What follows belongs to an exercise in optimizing a design on an open flow for small area, a short achievable clock period and few clock cycles per item; a production flow would make more cautious choices.
Where RTL was checked, it was by simulation tests only, not by an equivalence proof against the original.
The RTL of runs 1 and 8 was laid out without a check of its function.
Power figures rest on the tool's default switching activity, not on a simulated workload.

## flow/design.v (module list and top-level ports; edited modules follow where they fit)
// module apbRegs: 65 lines
// module frameSequencer: 119 lines
// module chromaUpsampler: 66 lines
// module chromaFilter: 502 lines
// module colourConverter: 2308 lines
// module lumaMultiple: 295 lines
// module rgbWriter: 43 lines
// module colourTop: 123 lines
module colourTop (
	input logic CLOCK_50_I,
	input logic resetn,
	input logic [3:0] paddr,
	input logic psel,
	input logic penable,
	input logic pwrite,
	input logic [31:0] pwdata,
	output logic [31:0] prdata,
	output logic pready,
	output logic pslverr,
	output logic memRdEn,
	output colourPkg::addr_t memRdAddr,
	input colourPkg::word_t memRdData,
	output logic memWrEn,
	output colourPkg::addr_t memWrAddr,
	output colourPkg::word_t memWrData
);
  // ...
==> flow/flow/run.sh <==
#!/bin/bash
set -e
bash standard.sh finish SETUP_SLACK_MARGIN=5.75 > standard.log 2>&1
==> flow/standard.sh <==
#!/bin/bash
# synth_recipe.tcl (not shown) runs the flow's synth.tcl, then flattens the netlist and writes it again
# the make line also repeats each setting of config.mk as NAME=value (left out here)
make -C /OpenROAD-flow-scripts/flow DESIGN_CONFIG=/design/flow/config.mk WORK_HOME=/design/flow/orfs CLKGATE_MAP_FILE= SYNTH_SCRIPT=/design/flow/synth_recipe.tcl "${@:-finish}"
==> flow/config.mk <==
export PLATFORM = sky130hd
export DESIGN_NAME = colourTop
export DESIGN_NICKNAME = colourTop
export VERILOG_FILES = /design/flow/design.v
export SDC_FILE = /design/flow/constraint.sdc
export NUM_CORES = 4
export LEC_CHECK = 0
export CAP_MARGIN = 20
export CORE_MARGIN = 2
export CORE_UTILIZATION = 40
export CTS_CLUSTER_DIAMETER = 80
export CTS_CLUSTER_SIZE = 28
export PLACE_DENSITY = 0.6
export SETUP_SLACK_MARGIN = 5.0
export SLEW_MARGIN = 20
==> flow/constraint.sdc <==
create_clock -name core_clock -period 9.0 [get_ports {CLOCK_50_I}]
set_input_delay 1.8000 -clock core_clock [delete_from_list [all_inputs] [get_ports {CLOCK_50_I}]]
set_output_delay 1.8000 -clock core_clock [all_outputs]
set_load 0.01 [all_outputs]
==> impl_metrics.yaml, run 1 <==
status:
  run_status: "finished clean"
critical_path:
  r2r_cells: 12
  timing.rr.end: "csc.gPart[23]"
  critPathLaunch: "ups.cv[7]"
  endpoint: "csc.gPart[23]"
  worstSetupStartpointType: "flip-flop"
  critical-path-top-delay-family: "adder cells"
  setup.worst_path.end_class: "flip-flop"
clocking:
  clkSlewWorstSetupHoldPaths_ns: 0.11
  tritoncts_clock_tree: "yes"
  max_h_tree_level: 1
layout:
  signal_buffers: 155
  multiInputCombCellCount: 1631
  layout.sequential_cells: 488
  multi_input_area_share: 0.469
  fin_cells: 3569
  area_share_clock_buf_inv: 0.0319
  dominant_cells: "multi-input gates"
logic_synthesis:
  synth.most_common_cell: "inv_1"
  synth_xor_area_frac: 0.0580
  ys_seq_area_frac: 0.427
  synth_area_in_compound_gates: 0.105
  ys_seq_elements: 488
  synth_warnings: 10
placement:
  routabilityCongestion: 0.912
  placement.io_buffers: 88
  pre_cts_ws_ns: 4.95
grt:
  global_route_wire_length_before_repair_um: 97700
  global_route.usage.met1: 0.232
  global_route.usage.met2: 0.301
  total_global_route_track_usage: 0.175
routing:
  routed_length_per_placed_instance_um: 17.4
  wl_met2_um: 29900
  first_iter_violations: 876
  drtAntennaViolNets: 0
  wirelength_met1_um: 28200
  detailroute.wirelength.met3_um: 1890
floorplanning:
  die_h_um: 265
  row_count: 95
power_and_ir_drop:
  share_seq_of_total_power: 0.301
  total_leakage_power_nw: 13.8
  p_total_w: 0.0122
  power.internal_w: 0.00702
timing:
  setup_ws_ns: 5.67
hold_path:
  timing.hold.worst.class: "reg -> reg"
==> module chromaUpsampler, before the edit <==
module chromaUpsampler (
	input logic CLOCK_50_I,
	input logic [2:0] ph,
	input colourPkg::word_t word,       
	input logic load,
	input logic first,
	input logic clamp,
	input logic odd,
	input logic rowEnd,                 
	output colourPkg::sample_t cu,
	output logic [9:0] cu3,             
	output colourPkg::sample_t cv,
	output logic [9:0] cv3              
);
	colourPkg::sample_t a [5];          
	colourPkg::sample_t b [5];
	colourPkg::sample_t t [6];
	logic [8:0] p, q, r;
	colourPkg::sample_t f;
	colourPkg::sample_t uOdd, vOdd;
	colourPkg::sample_t cuNext, cvNext;
	always_comb begin
		t[0] = a[0];
		t[1] = a[1];
		t[2] = a[2];
		t[3] = a[3];
		t[4] = first ? word[15:8] : a[4];
		t[5] = clamp ? a[4] : (odd ? word[15:8] : word[7:0]);
	end
	always_ff @(posedge CLOCK_50_I) begin
		if (!ph[2]) begin
			for (int i = 0; i < 5; i++)
				a[i] <= b[i];
			if (load) begin
				b[0] <= word[15:8];
				b[1] <= word[15:8];
				b[2] <= word[15:8];
				b[3] <= word[7:0];
			end else begin
				for (int i = 0; i < 4; i++)
					b[i] <= t[i+1];
			end
			b[4] <= t[5];
		end
		p <= {1'b0, t[0]} + {1'b0, t[5]};
		q <= {1'b0, t[2]} + {1'b0, t[3]};
		r <= {1'b0, t[1]} + {1'b0, t[4]};
		if (ph[2])
			uOdd <= f;
		if (ph[0])
			vOdd <= f;
		cu <= cuNext;
		cu3 <= {2'b00, cuNext} + {1'b0, cuNext, 1'b0};
		cv <= cvNext;
		cv3 <= {2'b00, cvNext} + {1'b0, cvNext, 1'b0};
	end
	assign cuNext = ph[0] ? (rowEnd ? a[4] : a[1]) : uOdd;
	assign cvNext = ph[0] ? (rowEnd ? b[4] : b[1]) : vOdd;
	chromaFilter filt (
		.CLOCK_50_I(CLOCK_50_I),
		.p(p),
		.q(q),
		.r(r),
		.f(f)
	);
endmodule
==> module rgbWriter, before the edit <==
module rgbWriter (
	input logic CLOCK_50_I,
	input logic resetn,
	input logic start,
	input logic [2:0] ph,
	input logic wrValid,
	input logic lastValid,
	input colourPkg::sample_t r,        
	input colourPkg::sample_t g,
	input colourPkg::sample_t b,
	output logic memWrEn,
	output colourPkg::addr_t memWrAddr,
	output colourPkg::word_t memWrData
);
	localparam int FirstAddr = 76800 - 13;
	colourPkg::sample_t r0, g0, b0;     
	colourPkg::sample_t r1, g1, b1;     
	always_ff @(posedge CLOCK_50_I or negedge resetn) begin
		if (!resetn)
			memWrEn <= 1'b0;
		else
			memWrEn <= lastValid;
	end
	always_ff @(posedge CLOCK_50_I) begin
		if (ph[2]) begin
			r0 <= r;
			g0 <= g;
			b0 <= b;
		end
		if (ph[0]) begin
			r1 <= r;
			g1 <= g;
			b1 <= b;
		end
		memWrAddr <= start ? colourPkg::addr_t'(FirstAddr) : memWrAddr + 1'b1;
		if (ph[0])
			memWrData <= {r0, g0};
		else if (ph[1])
			memWrData <= {b0, r1};
		else
			memWrData <= {g1, b1};
	end
endmodule
==> inputs of run 2 (changes only) <==
--- a/flow/design.v
+++ b/flow/design.v
@@ -252,6 +252,5 @@
 		if (ph[2])
 			uOdd <= f;
-		if (ph[0])
-			vOdd <= f;
+		vOdd <= f;                      
 		cu <= cuNext;
 		cu3 <= {2'b00, cuNext} + {1'b0, cuNext, 1'b0};
@@ -3395,6 +3394,6 @@
 );
 	localparam int FirstAddr = 76800 - 13;
-	colourPkg::sample_t r0, g0, b0;     
-	colourPkg::sample_t r1, g1, b1;     
+	colourPkg::sample_t r1, g1, b1;
+	colourPkg::sample_t g2, b2;
 	always_ff @(posedge CLOCK_50_I or negedge resetn) begin
 		if (!resetn)
@@ -3404,21 +3403,16 @@
 	end
 	always_ff @(posedge CLOCK_50_I) begin
-		if (ph[2]) begin
-			r0 <= r;
-			g0 <= g;
-			b0 <= b;
-		end
-		if (ph[0]) begin
-			r1 <= r;
-			g1 <= g;
-			b1 <= b;
-		end
+		r1 <= r;
+		g1 <= g;
+		b1 <= b;
+		g2 <= g1;
+		b2 <= b1;
 		memWrAddr <= start ? colourPkg::addr_t'(FirstAddr) : memWrAddr + 1'b1;
 		if (ph[0])
-			memWrData <= {r0, g0};
+			memWrData <= {r1, g1};          
 		else if (ph[1])
-			memWrData <= {b0, r1};
+			memWrData <= {b2, r1};          
 		else
-			memWrData <= {g1, b1};
+			memWrData <= {g2, b2};          
 	end
 endmodule
==> flow/flow/run.sh (replaced) <==
#!/bin/bash
set -e
bash standard.sh finish SETUP_SLACK_MARGIN=5.6 > standard.log 2>&1
==> run 2 against run 1 <==
Against the previous run:
- clock-buffer cell count down 2
- synthesized cell count down 1.1%
- critical path depth up 1
- non-clock buffer count down 22
- first-iteration DRC count down 6.5%
- sequential share of layout area down 0.65 points
- synthesized area down 3.3%
- combinational power down 11%
- flip-flop and latch count down 8
==> impl_metrics.yaml, run 2 <==
layout:
  insertedDiodeCount: 0
  fin_cells: 3500
  layout_common_cells: "inv_1 (348), dfxtp_1 (311), ha_1 (272)"
  layout-drive-gt1-share: 0.0832
  biggestRegsByFlops: "ups.a (40), ups.b (40), csc.bPart (24)"
  final_common_cell: "inv_1"
  stdcell_area_um2: 29600
  layout.nets: 3099
  area_growth_syn_to_layout_pct: 12.7
floorplanning:
  num_io_pins: 145
  row_count: 93
  die-width_um: 260
  die_h_um: 260
  initial_utilization: 0.406
  die-area_um2: 67800
  fp.coreArea_um2: 64700
timing:
  hold_ws_ns: 0.336
  setup_viol: 0
  setup_ws_ns: 5.64
  final_min_period_over_clock_period: 0.373
  timing_worst_slew_pin_value_ns: 1.03
  fin_setup_tns_ns: 0
  final-hold-violation-count: 0
  worst_slew_slack_as_a_fraction_of_its_limit: 0.312
  finalWorstPathRequiredPeriod_ns: 3.36
  clock.fmax_mhz: 298
  report.final.slew_viol_count: 0
  grt_setup_unrepaired: "yes"
  skew_ns: 0.0420
routing:
  detail_route.first_pass.iterations: 5
  routed_length_per_placed_instance_um: 16.4
  drtAntennaViolNets: 0
  wl_um: 57400
  via_count: 17400
  detail_route.drc_violations: 0
  detail_route.vias_per_cell: 4.98
  first_iter_violations: 819
power_and_ir_drop:
  share_clk_of_total_power: 0.131
  share_seq_of_total_power: 0.311
  power.internal_w: 0.00659
  power_per_cell_area_nw_per_um2: 381
  comb_power_share: 0.558
  vdd_drop_max_mv: 0.234
  net_switching_component_of_the_power_w: 0.00469
  switching_share: 0.416
  total_leakage_power_nw: 13.6
grt:
  grt_antenna_before_repair: 0
  globalRoute.totalOverflow: 0
  grt_start_max_net_pins: 101
  vias_in_the_first_global_route: 17900
  global_route_wire_length_before_repair_um: 91900
  total_global_route_track_usage: 0.170
clocking:
  clkSlewWorstSetupHoldPaths_ns: 0.10
  clockRootBuffer: "clkbuf_16"
  tritoncts_clock_tree: "yes"
  worstSkewPairLatency_ns: 0.62
  numCtsBuffers: 27
  max_h_tree_level: 1
  holdBufCountCts: 0
  max-clock-path-buffers: 3
  cts_sinks: 480
logic_synthesis:
  synthFlopType: "dfxtp_1"
  ys_seq_area_frac: 0.414
  synth.avg_cell_area_um2: 10.5
  postSynthCellCount: 2512
  synth_cell_type_count: 73
  synth-async-reset-ratio: 0.0458
  ys_seq_elements: 480
  syn_area_um2: 26300
  synth.top_cell.area_share: 0.260
  synth.most_common_cell: "inv_1"
  synth_top_area_cell: "dfxtp_1"
  synth_warnings: 10
  synth_top_cells_by_count: "inv_1 (361), dfxtp_1 (342), ha_1 (277)"
  synth-edff-count: 116
  synth_top_cells_by_area: "dfxtp_1 (26%), edfxtp_1 (13%), ha_1 (13%), fa_1 (11%), inv_1 (5.2%)"
critical_path:
  worst-setup-path-type: "reg -> reg"
  worst_path_maximum_fanout: 6
  timing.critical_path.required_ns: 9.49
  worst_reg2reg_setup_slack_ns: 5.64
  timing.critical_path.arrival_ns: 3.84
  r2r_cells: 13
  setup.worst_path.end_class: "flip-flop"
  timing.rr.end: "csc.rPart[23]"
  r2r_start: "ups.cv[5]"
  worstSetupStartpointType: "flip-flop"
hold_path:
  timing.hold.worst.class: "reg -> reg"
  hold_path_startpoint: "writer.b1[0]"
  worst_hold_path_stage_count: 0
  whs_endpoint: "writer.b2[0]"
placement:
  placement.io_buffers: 88
  pre_cts_ws_ns: 5.00
  placedInstanceArea_um2: 28000
  dp.cells: 3413
  routabilityCongestion: 0.889
  dp_hpwl_um: 45000
job:
  max_cap_violations: 0
status:
  run_status: "finished clean"
run 2: cell count changes in the layout (fill, tap and decap cells not counted), sizes merged, moves of 11 or more:
cell	before	now
dfxtp	294	342
clkdlybuf4s50	25	73
o21ai	130	111
a21oi	110	123
edfxtp	172	116
dlygate4sd2	63	13
o21a	23	37
nand4	12	23
buf	67	46
run 2: per-layer routing:
metal	GRT usage	share of wire
met4	0.0498	0.027
met3	0.0186	0.033
met5	0	0
met2	0.296	0.49
met1	0.223	0.45
run 2: worst max-delay path by stage:
stage                     start  depth (start not counted)       endpoint
6_report              ups.cv[5]                         13  csc.rPart[23]
3_5_place_dp         ups.cu3[7]                         13  csc.gPart[20]
2_1_floorplan         ups.cv[5]                         13  csc.rPart[23]
4_1_cts              ups.cu3[7]                         14  csc.gPart[20]
3_3_place_gp         ups.cu3[7]                         13  csc.gPart[20]
5_1_grt        ups.filt.rowA[1]                         12    ups.uOdd[5]
run 2: final cells by class:
type,count,area [um2]
fill,6109,35100
multi-input combinational,1620,14000
sequential,480,11000
inverter,362,1370
timing repair buffer,133,1220
tap,855,1070
clock buffer,31,712
clock inverter,19,268
run 2: cells by family after synthesis:
family / share of synthesized area
buf+inv: 0.0657
xor+xnor: 0.0600
flops: 0.414
compound gates: 0.0997
mux: 0.0278
fa+ha+maj: 0.239
other cells: 0.000286
simple gates: 0.0935
run 2: repair_timing:
item | 4_1_cts | 5_1_grt
hold endpoints to repair | 0 | 0
pin swaps | 6 | 18
setup endpoints to repair | 57 | 66
resized for setup | 62 | 62
buffers inserted | 9 | 28
run 2: worst max-delay path, cell delays in order (launching register included):
cell and delay [ns]:
dfxtp_4 0.38, clkinvlp_4 0.12, ha_4 0.23, fa_1 0.53
inv_2 0.05, ha_4 0.24, o21a_1 0.20, o21a_1 0.21
o32ai_4 0.15, o21a_2 0.24, o31ai_4 0.09, a41o_2 0.31
buf_4 0.14, a311o_1 0.33
run 2: power groups by stage:
stage / logic (W) / registers (W) / clock network, W
2_1_floorplan: 0.00464 / 0.00339 / 0
3_3_place_gp: 0.00587 / 0.00354 / 0
3_5_place_dp: 0.00606 / 0.00356 / 0
4_1_cts: 0.00620 / 0.00352 / 0.00153
5_1_grt: 0.00731 / 0.00360 / 0.00159
6_report: 0.00629 / 0.00351 / 0.00148
run 2: metrics by stage:
step                total power, W   util
floorplan                  0.00803      -
global placement           0.00941  0.434
detailed placement         0.00962  0.434
CTS                         0.0112  0.452
global route                0.0125  0.458
finish                      0.0113  0.458
Testbench counts of run 2, summed over its fixed seeds: cycles 921,728, frames 8.
==> inputs of run 3 (changes only) <==
--- a/flow/config.mk
+++ b/flow/config.mk
@@ -9,6 +9,6 @@
 export CORE_MARGIN = 2
 export CORE_UTILIZATION = 40
-export CTS_CLUSTER_DIAMETER = 80
-export CTS_CLUSTER_SIZE = 28
+export CTS_CLUSTER_DIAMETER = 85
+export CTS_CLUSTER_SIZE = 32
 export PLACE_DENSITY = 0.6
 export SETUP_SLACK_MARGIN = 5.0
==> run 3 against run 2 <==
Against the previous run:
- flip-flop and latch count unchanged
- synthesized area stayed put
- sequential power is essentially flat
- first-iteration DRC count is 0.61% higher
- global-route usage hardly changed
- worst hold slack barely moved
- design area down 0.38%
- synthesized cell count unchanged
- die area stayed put
- clock skew shrank 0.017 ns
- routed wire length shrank 0.38%
- clock-buffer cell count decreased by 2
- still clean on timing, DRC and antenna
==> impl_metrics.yaml, run 3 <==
layout:
  layout-drive-gt1-share: 0.0778
  final_common_cell: "inv_1"
  register_area_um2: 11000
  area_growth_syn_to_layout_pct: 12.3
  insertedDiodeCount: 0
  finish.utilization: 0.456
  multi_input_area_um2: 14000
  layout_common_cells: "inv_1 (350), dfxtp_1 (311), ha_1 (270)"
  biggestRegsByFlops: "ups.a (40), ups.b (40), csc.bPart (24)"
  fillers: 6116
  layout.nets: 3092
  stdcell_area_um2: 29500
timing:
  fin_setup_tns_ns: 0
  timing_worst_slew_pin_value_ns: 1.04
  skew_ns: 0.0246
  final_min_period_over_clock_period: 0.372
  grt_setup_unrepaired: "yes"
  final-hold-violation-count: 0
  finalWorstPathRequiredPeriod_ns: 3.34
  report.final.slew_viol_count: 0
  setup_ws_ns: 5.66
  worst_slew_slack_as_a_fraction_of_its_limit: 0.309
  hold_ws_ns: 0.336
  clock.fmax_mhz: 299
  setup_viol: 0
floorplanning:
  fp.coreArea_um2: 64700
  die-area_um2: 67800
  num_io_pins: 145
  die-width_um: 260
  initial_utilization: 0.406
  row_count: 93
  die_h_um: 260
critical_path:
  crit_path_max_incr_delay_ns: 0.56
  r2r_start: "ups.cv3[8]"
  critical-path-top-delay-family: "buffers and inverters"
  worstSetupStartpointType: "flip-flop"
  timing.critical_path.required_ns: 7.20
  crit_slowest_cell: "clkdlybuf4s50_1"
  critical_path_buf_inv_count: 1
  critPathLaunch: "writer.memWrAddr[5]"
  worst-setup-path-type: "reg -> out"
  crit_path_cell_trace: "clkdlybuf4s50_1"
  worst_path_maximum_fanout: 4
  setup.worst_path.end_class: "output pin"
  timing.critical_path.arrival_ns: 1.54
routing:
  first_iter_violations: 824
  via_count: 17400
  detail_route.drc_violations: 0
  wl_um: 57200
  detail_route.first_pass.iterations: 5
  routed_length_per_placed_instance_um: 16.4
  detail_route.vias_per_cell: 5.00
  drtAntennaViolNets: 0
hold_path:
  hold_path_startpoint: "writer.b1[0]"
  timing.hold.worst.class: "reg -> reg"
placement:
  placement.io_buffers: 88
  routabilityCongestion: 0.889
  placedInstanceArea_um2: 28000
  dp_hpwl_um: 45000
  pre_cts_ws_ns: 5.00
grt:
  grt_start_max_net_pins: 101
  total_global_route_track_usage: 0.170
  globalRoute.totalOverflow: 0
  vias_in_the_first_global_route: 17900
  grt_antenna_before_repair: 1
  global_route_wire_length_before_repair_um: 91900
clocking:
  clockRootBuffer: "clkbuf_16"
  tritoncts_clock_tree: "yes"
  holdBufCountCts: 0
  cts_sinks: 480
  numCtsBuffers: 24
  clkSlewWorstSetupHoldPaths_ns: 0.11
  max_h_tree_level: 1
  max-clock-path-buffers: 3
  worstSkewPairLatency_ns: 0.59
power_and_ir_drop:
  total_leakage_power_nw: 13.5
  power_per_cell_area_nw_per_um2: 378
  vdd_drop_max_mv: 0.199
logic_synthesis:
  synth.avg_cell_area_um2: 10.5
  syn_area_um2: 26300
  synthFlopType: "dfxtp_1"
  synth_cell_type_count: 73
  ys_seq_area_frac: 0.414
  synth-async-reset-ratio: 0.0458
  synth_top_cells_by_area: "dfxtp_1 (26%), edfxtp_1 (13%), ha_1 (13%), fa_1 (11%), inv_1 (5.2%)"
  ys_seq_elements: 480
  synth_top_area_cell: "dfxtp_1"
  synth-edff-count: 116
  synth.top_cell.area_share: 0.260
  synth_warnings: 10
  synth.most_common_cell: "inv_1"
  postSynthCellCount: 2512
  synth_top_cells_by_count: "inv_1 (361), dfxtp_1 (342), ha_1 (277)"
status:
  run_status: "finished clean"
job:
  max_cap_violations: 0
-- run 3: cell count changes in the layout (fill, tap and decap cells not counted), sizes merged --
cell           delta
clkdlybuf4s50     +5
buf               -4
clkinv            +1
inv               -4
dlygate4sd2       -5
clkbuf            -2
bufinv            -1
-- run 3: kinds of logic after synthesis --
| kind of cell | after synthesis | share of synthesized area |
|---|---|---|
| muxes | 70 | 0.0278 |
| AOI/OAI and AO/OA | 417 | 0.0997 |
| DFF | 480 | 0.414 |
| other | 2 | 0.000286 |
| xor gates and xnor gates | 180 | 0.0600 |
| adders and majority gates | 418 | 0.239 |
| buffers and inverters | 435 | 0.0657 |
| and+or+nand+nor | 510 | 0.0935 |
-- run 3: path summary, 6_finish.rpt --
| check | endpoint | slack, ns | cells past startpoint |
|---|---|---|---|
| max reg2reg | csc.rPart[23] | 5.71 | 12 |
| min | writer.b2[0] | 0.34 | 0 |
| max | memWrAddr[5] | 5.66 | 1 |
| max in group asynchronous | seq.ph[2] | 7.42 | 1 |
| min reg2reg | writer.b2[0] | 0.34 | 0 |
| min in group asynchronous | regs.rowCnt[6] | 1.18 | 1 |
-- run 3: report_power, final --
part / internal [W] / switching (W)
clock: 0.000566 / 0.000787
combinational: 0.00293 / 0.00336
sequential: 0.00300 / 0.000509
-- run 3: repair_timing --
| item | 4_1_cts | 5_1_grt |
|---|---|---|
| resized for setup | 58 | 56 |
| pin swaps | 5 | 13 |
| setup endpoints to repair | 50 | 66 |
| buffers inserted | 11 | 22 |
-- run 3: final cells by class --
cell class,count,area share
multi-input combinational,1620,0.476
sequential,480,0.371
inverter,362,0.0466
timing repair buffer,129,0.0404
tap,855,0.0363
clock buffer,29,0.0217
clock inverter,15,0.00793
-- run 3: through the flow --
step	power (W)	cells
floorplan	0.00803	2535
global placement	0.00941	3413
detailed placement	0.00962	3413
CTS	0.0111	3468
global route	0.0124	3490
finish	0.0111	3490
-- run 3: worst reg2reg max path: stages (launching register included) --
cell	delay (ns)
dfxtp_2	0.39
ha_1	0.30
inv_1	0.05
fa_1	0.53
inv_1	0.07
ha_1	0.29
a21boi_2	0.18
o32ai_4	0.30
o21a_2	0.24
o31ai_4	0.08
a41o_1	0.28
buf_4	0.15
a311o_1	0.33
-- run 3: per-layer routing --
| metal | vias to the layer above | track usage | part of all wire |
|---|---|---|---|
| li1 | 8566 | - | - |
| met1 | 8551 | 0.224 | 0.45 |
| met2 | 237 | 0.295 | 0.49 |
| met3 | 83 | 0.0174 | 0.033 |
| met4 | 2 | 0.0495 | 0.024 |
| met5 | - | 0 | 0.00023 |
==> inputs of run 4 (changes only) <==
==> flow/flow/run.sh (replaced) <==
#!/bin/bash
set -e
bash standard.sh finish SETUP_SLACK_MARGIN=5.7 "BUFFER_PORTS_ARGS=-buffer_cell sky130_fd_sc_hd__buf_4" > standard.log 2>&1
==> run 4 against run 3 <==
Against the previous run:
- still clean on timing, DRC and antenna
- register-to-register slack barely moved
- critical path depth rose by 11
- cell count rose by 0.49%
- synthesized cell count did not move
- power rose by 3.0%
- first-iteration DRC count rose by 2.7%
- clock power rose by 5%
- routed wire length rose by 1.7%
- combinational power rose by 4.3%
- worst setup slack improved by 0.057 ns
- non-clock buffer count rose by 16
- clock skew rose by 0.0082 ns
- largest cell class unchanged
==> impl_metrics.yaml, run 4 <==
grt:
  grt_antenna_before_repair: 1
  global_route_wire_length_before_repair_um: 92200
  vias_in_the_first_global_route: 17800
  total_global_route_track_usage: 0.171
  grt_start_max_net_pins: 81
  globalRoute.totalOverflow: 0
power_and_ir_drop:
  share_clk_of_total_power: 0.124
  vdd_drop_max_mv: 0.194
  net_switching_component_of_the_power_w: 0.00484
  share_seq_of_total_power: 0.306
  power_per_cell_area_nw_per_um2: 387
  comb_power_share: 0.570
  power.internal_w: 0.00665
  switching_share: 0.421
  total_leakage_power_nw: 13.7
logic_synthesis:
  synth-async-reset-ratio: 0.0458
  synth_top_area_cell: "dfxtp_1"
  synth_xor_area_frac: 0.0600
  synth_area_in_compound_gates: 0.0997
  postSynthCellCount: 2512
  synth.top_cell.area_share: 0.260
  synth-edff-count: 116
  synth_top_cells_by_area: "dfxtp_1 (26%), edfxtp_1 (13%), ha_1 (13%), fa_1 (11%), inv_1 (5.2%)"
  synth.avg_cell_area_um2: 10.5
  ys_seq_elements: 480
  syn_area_um2: 26300
  synth_cell_type_count: 73
  synthFlopType: "dfxtp_1"
  synth.most_common_cell: "inv_1"
  synthSimpleGateAreaFrac: 0.0935
  synth_mux_area_frac: 0.0278
  synth_top_family_by_area: "adder cells"
  adder_cell_share_of_the_synthesized_area: 0.239
  ys_seq_area_frac: 0.414
  synth_warnings: 10
  synth_top_cells_by_count: "inv_1 (361), dfxtp_1 (342), ha_1 (277)"
timing:
  final-hold-violation-count: 0
  grt_setup_unrepaired: "yes"
  skew_ns: 0.0328
  report.final.slew_viol_count: 0
  fin_setup_tns_ns: 0
  clock.fmax_mhz: 304
  worst_slew_slack_as_a_fraction_of_its_limit: 0.320
  setup_viol: 0
  finalWorstPathRequiredPeriod_ns: 3.29
  timing_worst_slew_pin_value_ns: 1.02
  final_min_period_over_clock_period: 0.365
layout:
  layout.nets: 3109
  fillers: 6086
  final_common_cell: "inv_1"
  register_area_um2: 10900
  area_growth_syn_to_layout_pct: 12.7
  biggestRegsByFlops: "ups.a (40), ups.b (40), csc.bPart (24)"
  insertedDiodeCount: 0
  layout_common_cells: "inv_1 (345), dfxtp_1 (315), ha_1 (267)"
  layout-drive-gt1-share: 0.129
  finish.utilization: 0.458
  multi_input_area_um2: 14200
critical_path:
  worstSetupStartpointType: "flip-flop"
  crit_path_cell_trace: "clkinvlp_4 -> ha_4 -> fa_1 -> inv_1 -> ha_4 -> or3_4 -> o32ai_4 -> o21a_4 -> o21bai_4 -> a21oi_2 -> fa_2 -> inv_2"
  setup.worst_path.end_class: "flip-flop"
  worst_path_maximum_fanout: 4
  timing.critical_path.arrival_ns: 3.82
  crit_slowest_cell: "fa_1"
  crit_path_max_incr_delay_ns: 0.52
  critPathMostFrequentCell: "ha_4"
  worst-setup-path-type: "reg -> reg"
  timing.critical_path.required_ns: 9.54
clocking:
  clkSlewWorstSetupHoldPaths_ns: 0.11
  max-clock-path-buffers: 3
  tritoncts_clock_tree: "yes"
  worstSkewPairLatency_ns: 0.61
  max_h_tree_level: 1
  cts_sinks: 480
  numCtsBuffers: 25
  clockRootBuffer: "clkbuf_16"
floorplanning:
  die-area_um2: 67800
  die-width_um: 260
  row_count: 93
  die_h_um: 260
  initial_utilization: 0.406
  fp.coreArea_um2: 64700
  num_io_pins: 145
placement:
  dp_hpwl_um: 44800
  routabilityCongestion: 0.871
  placement.io_buffers: 88
routing:
  first_iter_violations: 846
  detail_route.vias_per_cell: 4.97
  detail_route.first_pass.iterations: 5
  drtAntennaViolNets: 0
  wl_um: 58200
  detail_route.drc_violations: 0
  via_count: 17400
  routed_length_per_placed_instance_um: 16.6
hold_path:
  timing.hold.worst.class: "reg -> reg"
job:
  max_cap_violations: 0
status:
  run_status: "finished clean"
-- run 4: cell types whose count changed in the layout (fill, tap and decap cells not counted), sizes merged --
| cell | previous run | this run |
|---|---|---|
| inv | 368 | 371 |
| dlymetal6s2s | 1 | 0 |
| buf | 42 | 145 |
| bufinv | 0 | 1 |
| clkinv | 6 | 5 |
| dlygate4sd2 | 8 | 0 |
| clkbuf | 29 | 27 |
| clkdlybuf4s50 | 78 | 0 |
-- run 4: stage by stage --
stage / setup WS, ns / total power [W] / hold slack, ns / instance area [um2] / cells
6_report: 5.71 / 0.0115 / 0.332 / 29600 / 3507
4_1_cts: 5.61 / 0.0112 / 0.336 / 29100 / 3479
2_1_floorplan: 5.66 / 0.00803 / 0.310 / 26400 / 2535
3_3_place_gp: 5.04 / 0.00939 / 0.311 / 27800 / 3412
5_1_grt: 5.61 / 0.0126 / 0.344 / 29600 / 3507
3_5_place_dp: 5.07 / 0.00962 / 0.312 / 27800 / 3412
-- run 4: power by group through the flow --
stage,Combinational [W],Sequential [W],Clock [W]
6_report,0.00655,0.00351,0.00142
5_1_grt,0.00751,0.00359,0.00154
4_1_cts,0.00625,0.00352,0.00146
3_5_place_dp,0.00606,0.00356,0
3_3_place_gp,0.00585,0.00354,0
2_1_floorplan,0.00464,0.00339,0
-- run 4: layout make-up --
class,instances,share of cell area
Clock buffer,27,0.0214
Clock inverter,18,0.00950
Inverter,362,0.0464
Multi-Input combinational cell,1620,0.480
Sequential cell,480,0.369
Tap cell,855,0.0361
Timing Repair Buffer,145,0.0373
-- run 4: final timing paths --
check / from / to / slack [ns] / depth (start not counted)
min: writer.b1[2] / writer.b2[2] / 0.33 / 0
max: ups.cv[5] / csc.rPart[16] / 5.71 / 12
min in group asynchronous: resetn / regs.pslverr / 1.07 / 1
min reg2reg: writer.b1[2] / writer.b2[2] / 0.33 / 0
max in group asynchronous: resetn / seq.ph[0] / 7.63 / 1
max reg2reg: ups.cv[5] / csc.rPart[16] / 5.71 / 12
-- run 4: what timing repair did --
action / 4_1_cts / 5_1_grt
setup endpoints to repair: 45 / 71
pin swaps: 16 / 27
resized for setup: 62 / 80
hold buffers: 0 / 0
buffers inserted: 22 / 28
gates cloned: 0 / 0
-- run 4: cell families (layout without fill, tap and decap cells) --
family	count (synthesis)	count (layout)
AND/OR/NAND/NOR	510	510
other	2	25
AO/OA/AOI/OAI	417	417
XOR/XNOR	180	180
buffers and inverters	435	552
flip-flops	480	480
adder cells (fa/ha/maj)	418	418
multiplexers	70	70
-- run 4: routing by layer --
layer  global-route usage  vias up  share of wire
met5                    0        -              0
met4               0.0511        0          0.028
met3               0.0204       94          0.035
met2                0.294      272           0.48
met1                0.225     8493           0.45
li1                     -     8580              -
-- run 4: worst max-delay path, delay by kind of cell, from the launching register on --
kind	cells	cell delay, ns
AND/OR/NAND/NOR	1	0.38
buffers and inverters	3	0.24
adder cells (fa/ha/maj)	4	1.40
AO/OA/AOI/OAI	4	0.82
flip-flops	1	0.38
==> inputs of run 5 (changes only) <==
--- a/flow/config.mk
+++ b/flow/config.mk
@@ -9,6 +9,6 @@
 export CORE_MARGIN = 2
 export CORE_UTILIZATION = 40
-export CTS_CLUSTER_DIAMETER = 85
-export CTS_CLUSTER_SIZE = 32
+export CTS_CLUSTER_DIAMETER = 80
+export CTS_CLUSTER_SIZE = 28
 export PLACE_DENSITY = 0.6
 export SETUP_SLACK_MARGIN = 5.0
==> run 5 against run 4 <==
Against the previous run:
- register-to-register slack worse by 0.02 ns
- flip-flop and latch count did not move
- combinational power down 1%
- cell count is essentially flat
- clock power up 4%
- routed wire length decreased by 0.14%
- critical path depth unchanged
- first-iteration DRC count shrank 1.7%
- utilization hardly changed
- global-route usage hardly changed
- power is essentially flat
- design area is essentially flat
- critical path type unchanged
==> impl_metrics.yaml, run 5 <==
logic_synthesis:
  synth_top_area_cell: "dfxtp_1"
  synth.top_cell.area_share: 0.260
  synth_warnings: 10
  postSynthCellCount: 2512
  synth-edff-count: 116
  synth.avg_cell_area_um2: 10.5
  synthFlopType: "dfxtp_1"
  synth_top_cells_by_count: "inv_1 (361), dfxtp_1 (342), ha_1 (277)"
  ys_seq_area_frac: 0.414
  ys_seq_elements: 480
  synth_cell_type_count: 73
  synth.most_common_cell: "inv_1"
  synth-async-reset-ratio: 0.0458
  syn_area_um2: 26300
  synth_top_cells_by_area: "dfxtp_1 (26%), edfxtp_1 (13%), ha_1 (13%), fa_1 (11%), inv_1 (5.2%)"
routing:
  detail_route.drc_violations: 0
  via_count: 17400
  first_iter_violations: 832
  detail_route.first_pass.iterations: 5
  drtAntennaViolNets: 0
  routed_length_per_placed_instance_um: 16.5
  wl_um: 58100
  detail_route.vias_per_cell: 4.96
clocking:
  clockRootBuffer: "clkbuf_16"
  numCtsBuffers: 28
  max_h_tree_level: 1
  tritoncts_clock_tree: "yes"
  clkSlewWorstSetupHoldPaths_ns: 0.10
  worstSkewPairLatency_ns: 0.62
  cts_sinks: 480
  max-clock-path-buffers: 3
layout:
  insertedDiodeCount: 0
  area_growth_syn_to_layout_pct: 12.8
  layout.nets: 3108
  final_common_cell: "inv_1"
  layout-drive-gt1-share: 0.126
  stdcell_area_um2: 29700
  fillers: 6067
  biggestRegsByFlops: "ups.a (40), ups.b (40), csc.bPart (24)"
  layout_common_cells: "inv_1 (344), dfxtp_1 (315), ha_1 (269)"
timing:
  fin_setup_tns_ns: 0
  grt_setup_unrepaired: "yes"
  report.final.slew_viol_count: 0
  timing_worst_slew_pin_value_ns: 0.998
  final_min_period_over_clock_period: 0.367
  skew_ns: 0.0356
  setup_viol: 0
  clock.fmax_mhz: 303
  finalWorstPathRequiredPeriod_ns: 3.31
  worst_slew_slack_as_a_fraction_of_its_limit: 0.335
  final-hold-violation-count: 0
critical_path:
  crit_slowest_cell: "fa_1"
  timing.critical_path.arrival_ns: 3.86
  r2r_cells: 12
  worst_reg2reg_setup_slack_ns: 5.69
  timing.critical_path.required_ns: 9.55
  r2r_start: "ups.cv[5]"
  crit_path_cell_trace: "clkinvlp_4 -> ha_4 -> fa_1 -> inv_2 -> ha_4 -> or3_4 -> o32ai_4 -> o21a_4 -> o21bai_4 -> a21oi_2 -> fa_1 -> inv_1"
  crit_path_max_incr_delay_ns: 0.51
  timing.rr.end: "csc.rPart[16]"
  worst_path_maximum_fanout: 3
  critPathLaunch: "ups.cv[5]"
  worst-setup-path-type: "reg -> reg"
  worstSetupStartpointType: "flip-flop"
  setup.worst_path.end_class: "flip-flop"
  endpoint: "csc.rPart[16]"
floorplanning:
  row_count: 93
  fp.coreArea_um2: 64700
  num_io_pins: 145
  die-width_um: 260
  die_h_um: 260
  initial_utilization: 0.406
  die-area_um2: 67800
placement:
  placement.io_buffers: 88
  routabilityCongestion: 0.871
  placedInstanceArea_um2: 27800
  dp_hpwl_um: 44800
grt:
  global_route_wire_length_before_repair_um: 92400
  grt_start_max_net_pins: 81
  globalRoute.totalOverflow: 0
  vias_in_the_first_global_route: 17800
  total_global_route_track_usage: 0.171
  grt_antenna_before_repair: 1
power_and_ir_drop:
  comb_power_share: 0.565
  vdd_drop_max_mv: 0.188
  net_switching_component_of_the_power_w: 0.00484
  switching_share: 0.421
  share_seq_of_total_power: 0.306
  total_leakage_power_nw: 13.7
  share_clk_of_total_power: 0.129
  power.internal_w: 0.00664
  power_per_cell_area_nw_per_um2: 387
hold_path:
  hold_path_startpoint: "writer.b1[0]"
  timing.hold.worst.class: "reg -> reg"
job:
  max_cap_violations: 0
status:
  run_status: "finished clean"
-- run 5: layer usage --
layer  part of all wire  global-route usage  routed length [um]  up-vias
met2               0.48               0.293               27900      258
met4              0.030              0.0538                1730        0
met1               0.46               0.226               26600     8477
li1                   -                   -                   -     8587
met5                  0                   0                   0        -
met3              0.032              0.0201                1840       98
-- run 5: logic make-up (layout without fill, tap and decap cells) --
family | Yosys count | after routing | share of synthesized area
AOI/OAI and AO/OA | 417 | 417 | 0.0997
xor gates and xnor gates | 180 | 180 | 0.0600
adders and majority gates | 418 | 418 | 0.239
buffers and inverters | 435 | 555 | 0.0657
DFF | 480 | 480 | 0.414
muxes | 70 | 70 | 0.0278
other | 2 | 25 | 0.000286
and+or+nand+nor | 510 | 510 | 0.0935
-- run 5: worst min-delay path by stage --
stage	to	depth (start not counted)
floorplan	writer.b2[0]	0
global placement	writer.b2[0]	0
detailed placement	writer.b2[1]	0
CTS	writer.b2[1]	0
global route	writer.b2[1]	0
finish	writer.b2[0]	0
-- run 5: what timing repair did --
item,CTS,global route
endpoints found under the setup margin,45,63
resized for setup,61,70
buffers inserted,22,23
hold buffers,0,0
pin swaps,15,38
-- run 5: area by class of cell --
| class | count | area (um2) | area share |
|---|---|---|---|
| timing repair buffer | 141 | 1090 | 0.0369 |
| sequential | 480 | 10900 | 0.369 |
| multi-input combinational | 1620 | 14200 | 0.478 |
| clock buffer | 32 | 726 | 0.0245 |
| inverter | 362 | 1380 | 0.0464 |
| tap | 855 | 1070 | 0.0361 |
| clock inverter | 20 | 278 | 0.00936 |
-- run 5: per-stage QoR --
stage | total power (W) | hold slack [ns] | setup slack, ns | utilization | instances
after floorplan | 0.00803 | 0.310 | 5.66 | - | 2535
after global placement | 0.00939 | 0.311 | 5.04 | 0.430 | 3412
after detailed placement | 0.00962 | 0.312 | 5.07 | 0.430 | 3412
after CTS | 0.0113 | 0.336 | 5.62 | 0.452 | 3486
after global routing | 0.0127 | 0.346 | 5.64 | 0.458 | 3510
final | 0.0115 | 0.335 | 5.69 | 0.458 | 3510
-- run 5: power groups by stage --
stage / Combinational, W / Clock (W) / Sequential (W)
finish: 0.00648 / 0.00148 / 0.00352
global route: 0.00745 / 0.00160 / 0.00359
CTS: 0.00625 / 0.00152 / 0.00352
detailed placement: 0.00606 / 0 / 0.00356
global placement: 0.00585 / 0 / 0.00354
floorplan: 0.00464 / 0 / 0.00339
-- run 5: worst max-delay path: cells and delay by family (launching register included) --
| kind | cells | cell delay [ns] |
|---|---|---|
| adders and majority gates | 4 | 1.38 |
| DFF | 1 | 0.38 |
| and+or+nand+nor | 1 | 0.40 |
| AOI/OAI and AO/OA | 4 | 0.84 |
| buffers and inverters | 3 | 0.25 |
==> inputs of run 6 (changes only) <==
==> flow/flow/run.sh (replaced) <==
#!/bin/bash
set -e
bash standard.sh finish SETUP_SLACK_MARGIN=5.9 "BUFFER_PORTS_ARGS=-buffer_cell sky130_fd_sc_hd__buf_4" > standard.log 2>&1
==> run 6 against run 5 <==
Against the previous run:
- clock-buffer cell count rose by 4
- synthesized cell count did not move
- worst setup slack better by 0.12 ns
- first-iteration DRC count increased by 2.4%
- critical path depth did not move
- maximum frequency grew 3.9%
- non-clock buffer count rose by 40
- flip-flop and latch count unchanged
==> impl_metrics.yaml, run 6 <==
placement:
  routabilityCongestion: 0.898
  placement.io_buffers: 88
  dp_hpwl_um: 45200
  placedInstanceArea_um2: 27900
  dp.cells: 3413
critical_path:
  worst-setup-path-type: "reg -> reg"
  worstSetupStartpointType: "flip-flop"
  timing.rr.end: "csc.gPart[24]"
  timing.critical_path.required_ns: 9.47
  setup.worst_path.end_class: "flip-flop"
  timing.critical_path.arrival_ns: 3.65
  r2r_cells: 12
  r2r_start: "ups.cv[7]"
  critPathLaunch: "ups.cv[7]"
  worst_path_maximum_fanout: 4
  worst_reg2reg_setup_slack_ns: 5.82
  endpoint: "csc.gPart[24]"
timing:
  hold_ws_ns: 0.337
  final-hold-violation-count: 0
  final_min_period_over_clock_period: 0.353
  skew_ns: 0.0292
  grt_setup_unrepaired: "yes"
  timing_worst_slew_pin_value_ns: 1.04
  clock.fmax_mhz: 314
  finalWorstPathRequiredPeriod_ns: 3.18
  fin_setup_tns_ns: 0
  report.final.slew_viol_count: 0
  setup_viol: 0
  worst_slew_slack_as_a_fraction_of_its_limit: 0.305
routing:
  routed_length_per_placed_instance_um: 16.6
  drtAntennaViolNets: 0
  first_iter_violations: 852
  wl_um: 59100
  via_count: 17700
  detail_route.first_pass.iterations: 5
  detail_route.drc_violations: 0
  detail_route.vias_per_cell: 4.98
grt:
  grt_util_met3: 0.0174
  global_route.usage.met2: 0.301
  globalRoute.totalOverflow: 0
  grt_antenna_before_repair: 0
  total_global_route_track_usage: 0.172
  globalRoute.busiestLayer: "met2"
  global_route.usage.met1: 0.226
  global_route_wire_length_before_repair_um: 93700
  grt_start_max_net_pins: 83
  vias_in_the_first_global_route: 18200
layout:
  multi_input_area_um2: 14600
  layout-drive-gt1-share: 0.168
  fillers: 5918
  finish.utilization: 0.473
  stdcell_area_um2: 30600
  area_growth_syn_to_layout_pct: 16.4
  register_area_um2: 11000
  layout_common_cells: "inv_1 (330), dfxtp_1 (301), ha_1 (243)"
  insertedDiodeCount: 0
  biggestRegsByFlops: "ups.a (40), ups.b (40), csc.bPart (24)"
  final_common_cell: "inv_1"
  layout.nets: 3150
  fin_cells: 3554
logic_synthesis:
  synth_area_in_compound_gates: 0.0997
  synth.avg_cell_area_um2: 10.5
  synth_top_area_cell: "dfxtp_1"
  synth_warnings: 10
  syn_area_um2: 26300
  synthSimpleGateAreaFrac: 0.0935
  synth_xor_area_frac: 0.0600
  synth_cell_type_count: 73
  adder_cell_share_of_the_synthesized_area: 0.239
  synthFlopType: "dfxtp_1"
  ys_seq_area_frac: 0.414
  synth_mux_area_frac: 0.0278
  synth_top_family_by_area: "adder cells"
  postSynthCellCount: 2512
  synth.most_common_cell: "inv_1"
  synth.top_cell.area_share: 0.260
  synth_top_cells_by_area: "dfxtp_1 (26%), edfxtp_1 (13%), ha_1 (13%), fa_1 (11%), inv_1 (5.2%)"
  synth-edff-count: 116
  synth-async-reset-ratio: 0.0458
  ys_seq_elements: 480
  synth_top_cells_by_count: "inv_1 (361), dfxtp_1 (342), ha_1 (277)"
power_and_ir_drop:
  total_leakage_power_nw: 13.9
  vdd_drop_max_mv: 0.196
  power_per_cell_area_nw_per_um2: 395
clocking:
  clockRootBuffer: "clkbuf_16"
  worstSkewPairLatency_ns: 0.61
  max_h_tree_level: 1
  cts_sinks: 480
  tritoncts_clock_tree: "yes"
  clkSlewWorstSetupHoldPaths_ns: 0.10
  holdBufCountCts: 0
  max-clock-path-buffers: 3
  numCtsBuffers: 30
floorplanning:
  fp.coreArea_um2: 64700
  die_h_um: 260
  row_count: 93
  die-area_um2: 67800
  die-width_um: 260
  initial_utilization: 0.406
  num_io_pins: 145
job:
  max_cap_violations: 0
hold_path:
  timing.hold.worst.class: "reg -> reg"
  worst_hold_path_stage_count: 0
status:
  run_status: "finished clean"
==> run 6: cell counts after synthesis <==
No cell type changed its count.
==> run 6: cell families (layout without fill, tap and decap cells) <==
group / count (synthesis) / after routing
flip-flops: 480 / 480
multiplexers: 70 / 70
AND/OR/NAND/NOR: 510 / 510
AO/OA/AOI/OAI: 417 / 417
adder cells (fa/ha/maj): 418 / 418
XOR/XNOR: 180 / 180
other: 2 / 25
buffers and inverters: 435 / 599
==> run 6: layout make-up <==
| cell class | count | area share |
|---|---|---|
| clock buffer | 36 | 0.0263 |
| clock inverter | 20 | 0.0106 |
| inverter | 362 | 0.0452 |
| multi-input combinational | 1620 | 0.477 |
| sequential | 480 | 0.359 |
| tap | 855 | 0.0350 |
| timing repair buffer | 181 | 0.0464 |
==> run 6: repair_timing <==
item,in CTS,in global routing
buffers inserted,51,34
gates resized for setup,125,97
endpoints found under the setup margin,78,80
pin swaps,42,72
==> run 6: worst min path at each step <==
| stage | startpoint | slack, ns | to |
|---|---|---|---|
| finish | writer.b1[1] | 0.34 | writer.b2[1] |
| global route | writer.b1[2] | 0.35 | writer.b2[2] |
| CTS | writer.b1[2] | 0.34 | writer.b2[2] |
| detailed placement | writer.b1[2] | 0.31 | writer.b2[2] |
| global placement | writer.b1[0] | 0.31 | writer.b2[0] |
| floorplan | writer.b1[0] | 0.31 | writer.b2[0] |
==> run 6: critical path, cell delays in order (launching register included) <==
cell and delay [ns]:
dfxtp_4 0.42, ha_4 0.22, fa_1 0.51, inv_2 0.05, ha_4 0.24, o211ai_1 0.26
nor2_1 0.14, a221oi_4 0.45, o211a_1 0.26, o211a_1 0.21, nor3_2 0.06, o21ai_1 0.14
o31ai_1 0.08
==> run 6: routing by layer <==
metal / up-vias / share of wire
met2: 221 / 0.49
li1: 8678 / -
met4: 0 / 0.027
met3: 90 / 0.025
met1: 8694 / 0.46
met5: - / 0
==> run 6: per-stage QoR <==
step | setup slack, ns | total power [W]
6_report | 5.82 | 0.0121
5_1_grt | 5.72 | 0.0132
4_1_cts | 5.77 | 0.0117
3_5_place_dp | 5.29 | 0.00965
3_3_place_gp | 5.41 | 0.00941
2_1_floorplan | 5.75 | 0.00806
==> run 6: where the power goes <==
group,total [W],switching (W),internal (W)
Combinational,0.00699,0.00368,0.00331
Clock,0.00158,0.000863,0.000717
Sequential,0.00351,0.000497,0.00301
Total,0.0121,0.00504,0.00704
==> inputs of run 7 (changes only) <==
==> flow/flow/run.sh (replaced) <==
#!/bin/bash
set -e
bash standard.sh finish SETUP_SLACK_MARGIN=5.8 "BUFFER_PORTS_ARGS=-buffer_cell sky130_fd_sc_hd__buf_4" > standard.log 2>&1
--- a/flow/config.mk
+++ b/flow/config.mk
@@ -9,6 +9,6 @@
 export CORE_MARGIN = 2
 export CORE_UTILIZATION = 40
-export CTS_CLUSTER_DIAMETER = 80
-export CTS_CLUSTER_SIZE = 28
+export CTS_CLUSTER_DIAMETER = 85
+export CTS_CLUSTER_SIZE = 32
 export PLACE_DENSITY = 0.6
 export SETUP_SLACK_MARGIN = 5.0
==> run 7 against run 6 <==
Against the previous run:
- die area is the same
- non-clock buffer count shrank 23
- sequential power is essentially flat
- power shrank 2.8%
- first-iteration DRC count shrank 3.5%
- clock skew shrank 0.0011 ns
- maximum frequency grew 0.35%
- worst hold slack lost 0.011 ns
- clock-buffer cell count shrank 8
- flip-flop and latch count is the same
- worst setup slack gained 0.011 ns
- largest cell class unchanged
==> impl_metrics.yaml, run 7 <==
logic_synthesis:
  ys_seq_elements: 480
  synth.top_cell.area_share: 0.260
  synth-async-reset-ratio: 0.0458
  synth.most_common_cell: "inv_1"
  syn_area_um2: 26300
  synth_warnings: 10
  ys_seq_area_frac: 0.414
  synth_cell_type_count: 73
  synth_top_cells_by_area: "dfxtp_1 (26%), edfxtp_1 (13%), ha_1 (13%), fa_1 (11%), inv_1 (5.2%)"
  synth-edff-count: 116
  synth_top_cells_by_count: "inv_1 (361), dfxtp_1 (342), ha_1 (277)"
  postSynthCellCount: 2512
  synth.avg_cell_area_um2: 10.5
  synth_top_area_cell: "dfxtp_1"
  synthFlopType: "dfxtp_1"
timing:
  grt_setup_unrepaired: "yes"
  clock.fmax_mhz: 315
  timing_worst_slew_pin_value_ns: 1.04
  finalWorstPathRequiredPeriod_ns: 3.17
  worst_slew_slack_as_a_fraction_of_its_limit: 0.308
  fin_setup_tns_ns: 0
  setup_viol: 0
  final_min_period_over_clock_period: 0.352
  skew_ns: 0.0281
  report.final.slew_viol_count: 0
  final-hold-violation-count: 0
grt:
  global_route_wire_length_before_repair_um: 93000
  globalRoute.busiestLayer: "met2"
  global_route.usage.met1: 0.222
  global_route.usage.met2: 0.304
  globalRoute.totalOverflow: 0
  grt_antenna_before_repair: 1
  grt_util_met3: 0.0198
  vias_in_the_first_global_route: 18100
  grt_start_max_net_pins: 84
  total_global_route_track_usage: 0.171
placement:
  routabilityCongestion: 0.885
  placement.io_buffers: 88
  dp_hpwl_um: 44900
routing:
  detail_route.drc_violations: 0
  drtAntennaViolNets: 0
  via_count: 17500
  wl_um: 58300
  detail_route.vias_per_cell: 4.96
  first_iter_violations: 822
  routed_length_per_placed_instance_um: 16.5
  detail_route.first_pass.iterations: 4
clocking:
  max-clock-path-buffers: 3
  clockRootBuffer: "clkbuf_16"
  tritoncts_clock_tree: "yes"
  max_h_tree_level: 1
  cts_sinks: 480
  clkSlewWorstSetupHoldPaths_ns: 0.11
  numCtsBuffers: 27
  worstSkewPairLatency_ns: 0.61
  holdBufCountCts: 0
floorplanning:
  die_h_um: 260
  die-width_um: 260
  initial_utilization: 0.406
  die-area_um2: 67800
  fp.coreArea_um2: 64700
  num_io_pins: 145
  row_count: 93
critical_path:
  r2r_cells: 14
  timing.critical_path.arrival_ns: 3.61
  timing.rr.end: "pixY2687[19]"
  worst_reg2reg_setup_slack_ns: 5.83
  crit_path_cell_trace: "inv_2 -> ha_4 -> inv_2 -> fa_1 -> ha_4 -> o21ai_2 -> nand2b_1 -> o31a_1 -> and2_4 -> a311o_2 -> buf_6 -> a221oi_4 -> xnor2_1 -> mux2i_1"
  worstSetupStartpointType: "flip-flop"
  crit_path_max_incr_delay_ns: 0.55
  worst-setup-path-type: "reg -> reg"
  crit_slowest_cell: "fa_1"
  timing.critical_path.depth: 14
  endpoint: "pixY2687[19]"
  critPathLaunch: "yEvenHeld[1]"
  timing.critical_path.required_ns: 9.44
  critical_path_buf_inv_count: 3
  r2r_start: "yEvenHeld[1]"
  critical-path-top-delay-family: "adder cells"
  worst_path_maximum_fanout: 4
  setup.worst_path.end_class: "flip-flop"
power_and_ir_drop:
  vdd_drop_max_mv: 0.228
  total_leakage_power_nw: 13.8
  power_per_cell_area_nw_per_um2: 389
layout:
  layout-drive-gt1-share: 0.145
  insertedDiodeCount: 0
  layout_common_cells: "inv_1 (336), dfxtp_1 (310), ha_1 (249)"
  layout.nets: 3124
  final_common_cell: "inv_1"
  biggestRegsByFlops: "ups.a (40), ups.b (40), csc.bPart (24)"
  area_growth_syn_to_layout_pct: 14.8
  finish.utilization: 0.466
hold_path:
  timing.hold.worst.class: "reg -> reg"
status:
  run_status: "finished clean"
job:
  max_cap_violations: 0
run 7: cell counts after synthesis:
Identical to the previous run, type by type.
run 7: worst reg2reg max path, stage by stage (launching register included):
cell and delay (ns):
edfxtp_1 0.42, inv_2 0.09, ha_4 0.27, inv_2 0.04, fa_1 0.55, ha_4 0.22
o21ai_2 0.05, nand2b_1 0.07, o31a_1 0.12, and2_4 0.15, a311o_2 0.39, buf_6 0.14
a221oi_4 0.25, xnor2_1 0.15, mux2i_1 0.12
run 7: power by group:
group	switching (W)	internal, W	leakage (nW)
Clock	0.000853	0.000686	0.511
Combinational	0.00357	0.00314	8.99
Sequential	0.000498	0.00301	4.29
Total	0.00492	0.00683	13.8
run 7: cell families (layout without fill, tap and decap cells):
group                    count (synthesis)  after routing  synth area share
AO/OA/AOI/OAI                          417            417            0.0997
XOR/XNOR                               180            180            0.0600
adder cells (fa/ha/maj)                418            418             0.239
buffers and inverters                  435            570            0.0657
flip-flops                             480            480             0.414
multiplexers                            70             70            0.0278
other                                    2             25          0.000286
AND/OR/NAND/NOR                        510            510            0.0935
run 7: area by class of cell:
cell class	instances	area (um2)
clock buffer	28	679
clock inverter	22	395
sequential	480	11000
multi-input combinational	1620	14400
tap	855	1070
inverter	362	1380
fill	6059	34500
timing repair buffer	158	1230
run 7: through the flow:
stage | hold slack, ns | power [W] | worst slack, ns | cell area, um2 | instances
2_1_floorplan | 0.310 | 0.00805 | 5.75 | 26500 | 2535
3_3_place_gp | 0.314 | 0.00940 | 5.29 | 27900 | 3413
3_5_place_dp | 0.313 | 0.00962 | 5.23 | 27900 | 3413
4_1_cts | 0.325 | 0.0115 | 5.79 | 29600 | 3499
5_1_grt | 0.329 | 0.0130 | 5.72 | 30200 | 3525
6_report | 0.326 | 0.0117 | 5.83 | 30200 | 3525
run 7: worst min path at each step:
stage                  from      endpoint  depth (start not counted)
3_3_place_gp   writer.b1[0]  writer.b2[0]                          0
4_1_cts        writer.b1[0]  writer.b2[0]                          0
6_report       writer.b1[0]  writer.b2[0]                          0
2_1_floorplan  writer.b1[0]  writer.b2[0]                          0
5_1_grt        writer.b1[0]  writer.b2[0]                          0
3_5_place_dp   writer.b1[0]  writer.b2[0]                          0
run 7: repair_timing:
item,in CTS,in global routing
gates resized for setup,95,85
pin swaps,26,61
cloned,0,0
endpoints found under the hold margin,0,0
setup buffers,36,26
setup endpoints to repair,61,64
run 7: routing by layer:
| metal | share of wire | wire (um) |
|---|---|---|
| met5 | 0.00022 | 13 |
| met4 | 0.023 | 1360 |
| met3 | 0.032 | 1860 |
| met2 | 0.49 | 28800 |
| met1 | 0.45 | 26300 |
==> module colourTop, before the edit <==
module colourTop (
	input logic CLOCK_50_I,
	input logic resetn,
	input logic [3:0] paddr,
	input logic psel,
	input logic penable,
	input logic pwrite,
	input logic [31:0] pwdata,
	output logic [31:0] prdata,
	output logic pready,
	output logic pslverr,
	output logic memRdEn,
	output colourPkg::addr_t memRdAddr,
	input colourPkg::word_t memRdData,
	output logic memWrEn,
	output colourPkg::addr_t memWrAddr,
	output colourPkg::word_t memWrData
);
	logic start;
	logic busy;
	logic [2:0] ph;
	logic rxLoad, rxFirst, rxClamp, rxOdd;
	logic wrValid, wrRowLast, lastValid, rowDone, frameDone;
	colourPkg::word_t rdWord;
	colourPkg::sample_t yEvenHeld, yOddHeld;
	colourPkg::sample_t pixY, pixU, pixV;
	logic [9:0] pixU3, pixV3;
	colourPkg::sample_t yNext;
	logic [19:0] yEven2687, yOdd2687;
	logic [19:0] pixY2687;
	colourPkg::sample_t pixR, pixG, pixB;
	apbRegs regs (
		.CLOCK_50_I(CLOCK_50_I),
		.resetn(resetn),
		.paddr(paddr),
		.psel(psel),
		.penable(penable),
		.pwrite(pwrite),
		.pwdata(pwdata),
		.prdata(prdata),
		.pready(pready),
		.pslverr(pslverr),
		.start(start),
		.frameDone(frameDone),
		.rowDone(rowDone),
		.busy(busy)
	);
	frameSequencer seq (
		.CLOCK_50_I(CLOCK_50_I),
		.resetn(resetn),
		.start(start),
		.ph(ph),
		.memRdEn(memRdEn),
		.memRdAddr(memRdAddr),
		.rxLoad(rxLoad),
		.rxFirst(rxFirst),
		.rxClamp(rxClamp),
		.rxOdd(rxOdd),
		.wrValid(wrValid),
		.wrRowLast(wrRowLast),
		.lastValid(lastValid),
		.rowDone(rowDone),
		.frameDone(frameDone)
	);
	always_ff @(posedge CLOCK_50_I) begin
		rdWord <= memRdData;
		if (ph[2]) begin
			yEvenHeld <= rdWord[15:8];
			yOddHeld <= rdWord[7:0];
		end
		pixY <= yNext;
		pixY2687 <= ph[1] ? yEven2687 : yOdd2687;
	end
	assign yNext = ph[1] ? yEvenHeld : yOddHeld;
	lumaMultiple yEvenMult (
		.y(yEvenHeld),
		.p(yEven2687)
	);
	lumaMultiple yOddMult (
		.y(yOddHeld),
		.p(yOdd2687)
	);
	chromaUpsampler ups (
		.CLOCK_50_I(CLOCK_50_I),
		.ph(ph),
		.word(rdWord),
		.load(rxLoad),
		.first(rxFirst),
		.clamp(rxClamp),
		.odd(rxOdd),
		.rowEnd(wrRowLast),
		.cu(pixU),
		.cu3(pixU3),
		.cv(pixV),
		.cv3(pixV3)
	);
	colourConverter csc (
		.CLOCK_50_I(CLOCK_50_I),
		.cu(pixU),
		.cu3(pixU3),
		.cv(pixV),
		.cv3(pixV3),
		.y(pixY),
		.y2687(pixY2687),
		.r(pixR),
		.g(pixG),
		.b(pixB)
	);
	rgbWriter writer (
		.CLOCK_50_I(CLOCK_50_I),
		.resetn(resetn),
		.start(start),
		.ph(ph),
		.wrValid(wrValid),
		.lastValid(lastValid),
		.r(pixR),
		.g(pixG),
		.b(pixB),
		.memWrEn(memWrEn),
		.memWrAddr(memWrAddr),
		.memWrData(memWrData)
	);
endmodule
==> inputs of run 8 (changes only) <==
--- a/flow/design.v
+++ b/flow/design.v
@@ -3448,5 +3448,5 @@
 	logic [9:0] pixU3, pixV3;
 	colourPkg::sample_t yNext;
-	logic [19:0] yEven2687, yOdd2687;
+	logic [19:0] y2687;
 	logic [19:0] pixY2687;
 	colourPkg::sample_t pixR, pixG, pixB;
@@ -3491,14 +3491,10 @@
 		end
 		pixY <= yNext;
-		pixY2687 <= ph[1] ? yEven2687 : yOdd2687;
+		pixY2687 <= y2687;
 	end
 	assign yNext = ph[1] ? yEvenHeld : yOddHeld;
-	lumaMultiple yEvenMult (
-		.y(yEvenHeld),
-		.p(yEven2687)
-	);
-	lumaMultiple yOddMult (
-		.y(yOddHeld),
-		.p(yOdd2687)
+	lumaMultiple ym (
+		.y(yNext),
+		.p(y2687)
 	);
 	chromaUpsampler ups (
==> flow/flow/run.sh (replaced) <==
#!/bin/bash
set -e
bash standard.sh finish SETUP_SLACK_MARGIN=5.6 > standard.log 2>&1
--- a/flow/config.mk
+++ b/flow/config.mk
@@ -9,6 +9,6 @@
 export CORE_MARGIN = 2
 export CORE_UTILIZATION = 40
-export CTS_CLUSTER_DIAMETER = 85
-export CTS_CLUSTER_SIZE = 32
+export CTS_CLUSTER_DIAMETER = 80
+export CTS_CLUSTER_SIZE = 28
 export PLACE_DENSITY = 0.6
 export SETUP_SLACK_MARGIN = 5.0
==> run 8 against run 7 <==
Against the previous run:
- maximum frequency fell by 18%
- sequential share of layout area rose by 1.0 points
- cell count fell by 3.6%
- die area fell by 3.7%
- register-to-register slack got worse by 0.70 ns
- combinational power rose by 4.5%
- design area fell by 2.4%
==> impl_metrics.yaml, run 8 <==
logic_synthesis:
  synth.most_common_cell: "dfxtp_1"
  synth.avg_cell_area_um2: 10.6
  synth.top_cell.area_share: 0.271
  synth_warnings: 10
  synth_top_cells_by_count: "dfxtp_1 (342), inv_1 (333), ha_1 (258)"
  synth_cell_type_count: 67
  synthFlopType: "dfxtp_1"
  synth-edff-count: 116
  synth_top_cells_by_area: "dfxtp_1 (27%), edfxtp_1 (14%), ha_1 (13%), fa_1 (11%), inv_1 (4.9%)"
  postSynthCellCount: 2381
  ys_seq_elements: 480
  ys_seq_area_frac: 0.430
  syn_area_um2: 25300
  synth-async-reset-ratio: 0.0458
  synth_top_area_cell: "dfxtp_1"
power_and_ir_drop:
  net_switching_component_of_the_power_w: 0.00503
  switching_share: 0.420
  power_per_cell_area_nw_per_um2: 406
  p_total_w: 0.0120
  share_seq_of_total_power: 0.292
  share_clk_of_total_power: 0.122
  total_leakage_power_nw: 13.3
  power.internal_w: 0.00693
  vdd_drop_max_mv: 0.196
  comb_power_share: 0.586
routing:
  detail_route.drc_violations: 0
  drtAntennaViolNets: 0
  routed_length_per_placed_instance_um: 16.6
  detail_route.first_pass.iterations: 5
  first_iter_violations: 755
  via_count: 16600
  detail_route.vias_per_cell: 4.88
  wl_um: 56500
layout:
  layout.nets: 2979
  biggestRegsByFlops: "ups.a (40), ups.b (40), csc.bPart (24)"
  area_growth_syn_to_layout_pct: 16.4
  fin_cells: 3398
  layout-drive-gt1-share: 0.120
  fillers: 5734
  insertedDiodeCount: 0
  multi_input_area_um2: 13600
  final_common_cell: "inv_1"
  register_area_um2: 11000
  finish.utilization: 0.469
  layout_common_cells: "inv_1 (317), dfxtp_1 (298), ha_1 (233)"
critical_path:
  setup.worst_path.end_class: "flip-flop"
  timing.critical_path.required_ns: 9.55
  r2r_start: "ups.cu3[7]"
  timing.rr.end: "csc.bPart[24]"
  crit_path_cell_trace: "fa_1 -> inv_2 -> ha_4 -> and3_4 -> a221o_1 -> o211a_1 -> a311o_1 -> o31a_1 -> or4_4 -> a31o_1 -> o21a_4 -> o41ai_4 -> a21boi_2"
  worst_reg2reg_setup_slack_ns: 5.13
  worstSetupStartpointType: "flip-flop"
  worst_path_maximum_fanout: 4
  critPathLaunch: "ups.cu3[7]"
  worst-setup-path-type: "reg -> reg"
  timing.critical_path.arrival_ns: 4.42
  crit_path_max_incr_delay_ns: 0.55
  crit_slowest_cell: "fa_1"
  r2r_cells: 13
grt:
  global_route_wire_length_before_repair_um: 91300
  grt_start_max_net_pins: 97
  grt_antenna_before_repair: 0
  globalRoute.totalOverflow: 0
  total_global_route_track_usage: 0.174
  vias_in_the_first_global_route: 17300
clocking:
  clockRootBuffer: "clkbuf_16"
  max_h_tree_level: 1
  tritoncts_clock_tree: "yes"
  numCtsBuffers: 28
  cts_sinks: 480
  clkSlewWorstSetupHoldPaths_ns: 0.10
  worstSkewPairLatency_ns: 0.62
  max-clock-path-buffers: 3
placement:
  dp_hpwl_um: 43400
  routabilityCongestion: 0.850
  dp.cells: 3277
  pre_cts_ws_ns: 4.58
  placement.io_buffers: 88
timing:
  final_min_period_over_clock_period: 0.430
  setup_viol: 0
  report.final.slew_viol_count: 0
  clock.fmax_mhz: 258
  setup_ws_ns: 5.13
  worst_slew_slack_as_a_fraction_of_its_limit: 0.294
  finalWorstPathRequiredPeriod_ns: 3.87
  skew_ns: 0.0453
  final-hold-violation-count: 0
  grt_setup_unrepaired: "yes"
  fin_setup_tns_ns: 0
  timing_worst_slew_pin_value_ns: 1.06
floorplanning:
  initial_utilization: 0.403
  die-width_um: 255
  die-area_um2: 65200
  die_h_um: 255
  fp.coreArea_um2: 62700
  num_io_pins: 145
  row_count: 92
hold_path:
  hold_path_startpoint: "writer.b1[4]"
  whs_endpoint: "writer.b2[4]"
  worst_hold_path_stage_count: 0
  timing.hold.worst.class: "reg -> reg"
status:
  run_status: "finished clean"
job:
  max_cap_violations: 0
[run 8: how the worst max path moves through the flow]
stage / endpoint / cells after the start
finish: csc.bPart[24] / 13
detailed placement: pixY2687[19] / 12
CTS: csc.bPart[24] / 13
floorplan: csc.bPart[24] / 14
global route: csc.bPart[24] / 14
global placement: seq.k[0] / 5
[run 8: final cells by class]
cell class	instances	share of cell area
inverters	333	0.0430
multi-input cells	1524	0.462
repair buffers	163	0.0517
clock inverters	21	0.00947
clock buffers	31	0.0242
well taps	846	0.0359
flip-flops and latches	480	0.374
[run 8: timing repair]
item / in CTS / in global routing
setup endpoints to repair: 68 / 80
hold buffers: 0 / 0
endpoints found under the hold margin: 0 / 0
setup buffers: 42 / 27
pin swaps: 34 / 34
resized for setup: 129 / 64
[run 8: cell families after synthesis]
group | Yosys count | synth area share
buf+inv | 400 | 0.0631
other cells | 2 | 0.000297
simple gates | 501 | 0.0938
xor+xnor | 171 | 0.0592
fa+ha+maj | 392 | 0.234
compound gates | 358 | 0.0882
mux | 77 | 0.0315
flops | 480 | 0.430
[run 8: critical path, delay by kind of cell, from the launching register on]
kind | cells | cell delay [ns]
flip-flops | 1 | 0.38
adder cells (fa/ha/maj) | 2 | 0.77
AND/OR/NAND/NOR | 2 | 0.59
buffers and inverters | 1 | 0.05
AO/OA/AOI/OAI | 8 | 2.05
[run 8: routing by layer]
| metal | GRT usage | part of all wire |
|---|---|---|
| met5 | 0 | 0 |
| met4 | 0.0467 | 0.024 |
| met3 | 0.0149 | 0.024 |
| met2 | 0.302 | 0.48 |
| met1 | 0.231 | 0.47 |
[run 8: stage by stage]
| step | hold slack [ns] | area [um2] |
|---|---|---|
| 2_1_floorplan | 0.310 | 25500 |
| 3_3_place_gp | 0.313 | 27100 |
| 3_5_place_dp | 0.312 | 27100 |
| 4_1_cts | 0.336 | 28900 |
| 5_1_grt | 0.343 | 29400 |
| 6_report | 0.336 | 29400 |
[run 8: power by group through the flow]
stage	logic, W	clock network (W)	registers (W)
CTS	0.00672	0.00150	0.00349
global placement	0.00609	0	0.00353
finish	0.00701	0.00146	0.00349
floorplan	0.00473	0	0.00339
global route	0.00803	0.00158	0.00357
detailed placement	0.00628	0	0.00355

afterwards: timing with drivers on the ports:
In the flow no input, the clock included, has a driving cell. The finished layouts below were timed again as built, in two steps.
Step 1, drivers: a clkbuf_16 drives CLOCK_50_I and a buf_2 each remaining input, both assumed.
Step 2 adds t to the input delays and takes it off the output delays; t is the mean of the earliest and latest rising clock arrival at the registers after step 1. Input paths then give back, and output paths get back, about the clock's delay inside the block.
Three values: ideal, step 1, step 2; two values: the first two.
run | t, ns | setup slack, ns | worst setup path after step 2
run 1 | 0.657 | 5.667 / 5.667 / 5.298 | input to register
run 2 | 0.664 | 5.644 / 5.589 / 5.217 | input to register
run 3 | 0.643 | 5.656 / 5.595 / 5.209 | input to register
run 4 | 0.653 | 5.713 / 5.713 / 5.367 | input to register
run 5 | 0.663 | 5.695 / 5.695 / 5.346 | input to register
run 6 | 0.655 | 5.819 / 5.819 / 5.471 | input to register
run 7 | 0.658 | 5.830 / 5.830 / 5.477 | input to register
run 8 | 0.659 | 5.129 / 5.129 / 5.129 | register to register
After both steps setup and hold are still met in every run listed. For run 3, which loses most, drivers alone change the setup slack by -0.061 ns; drivers and shift together by -0.447 ns.
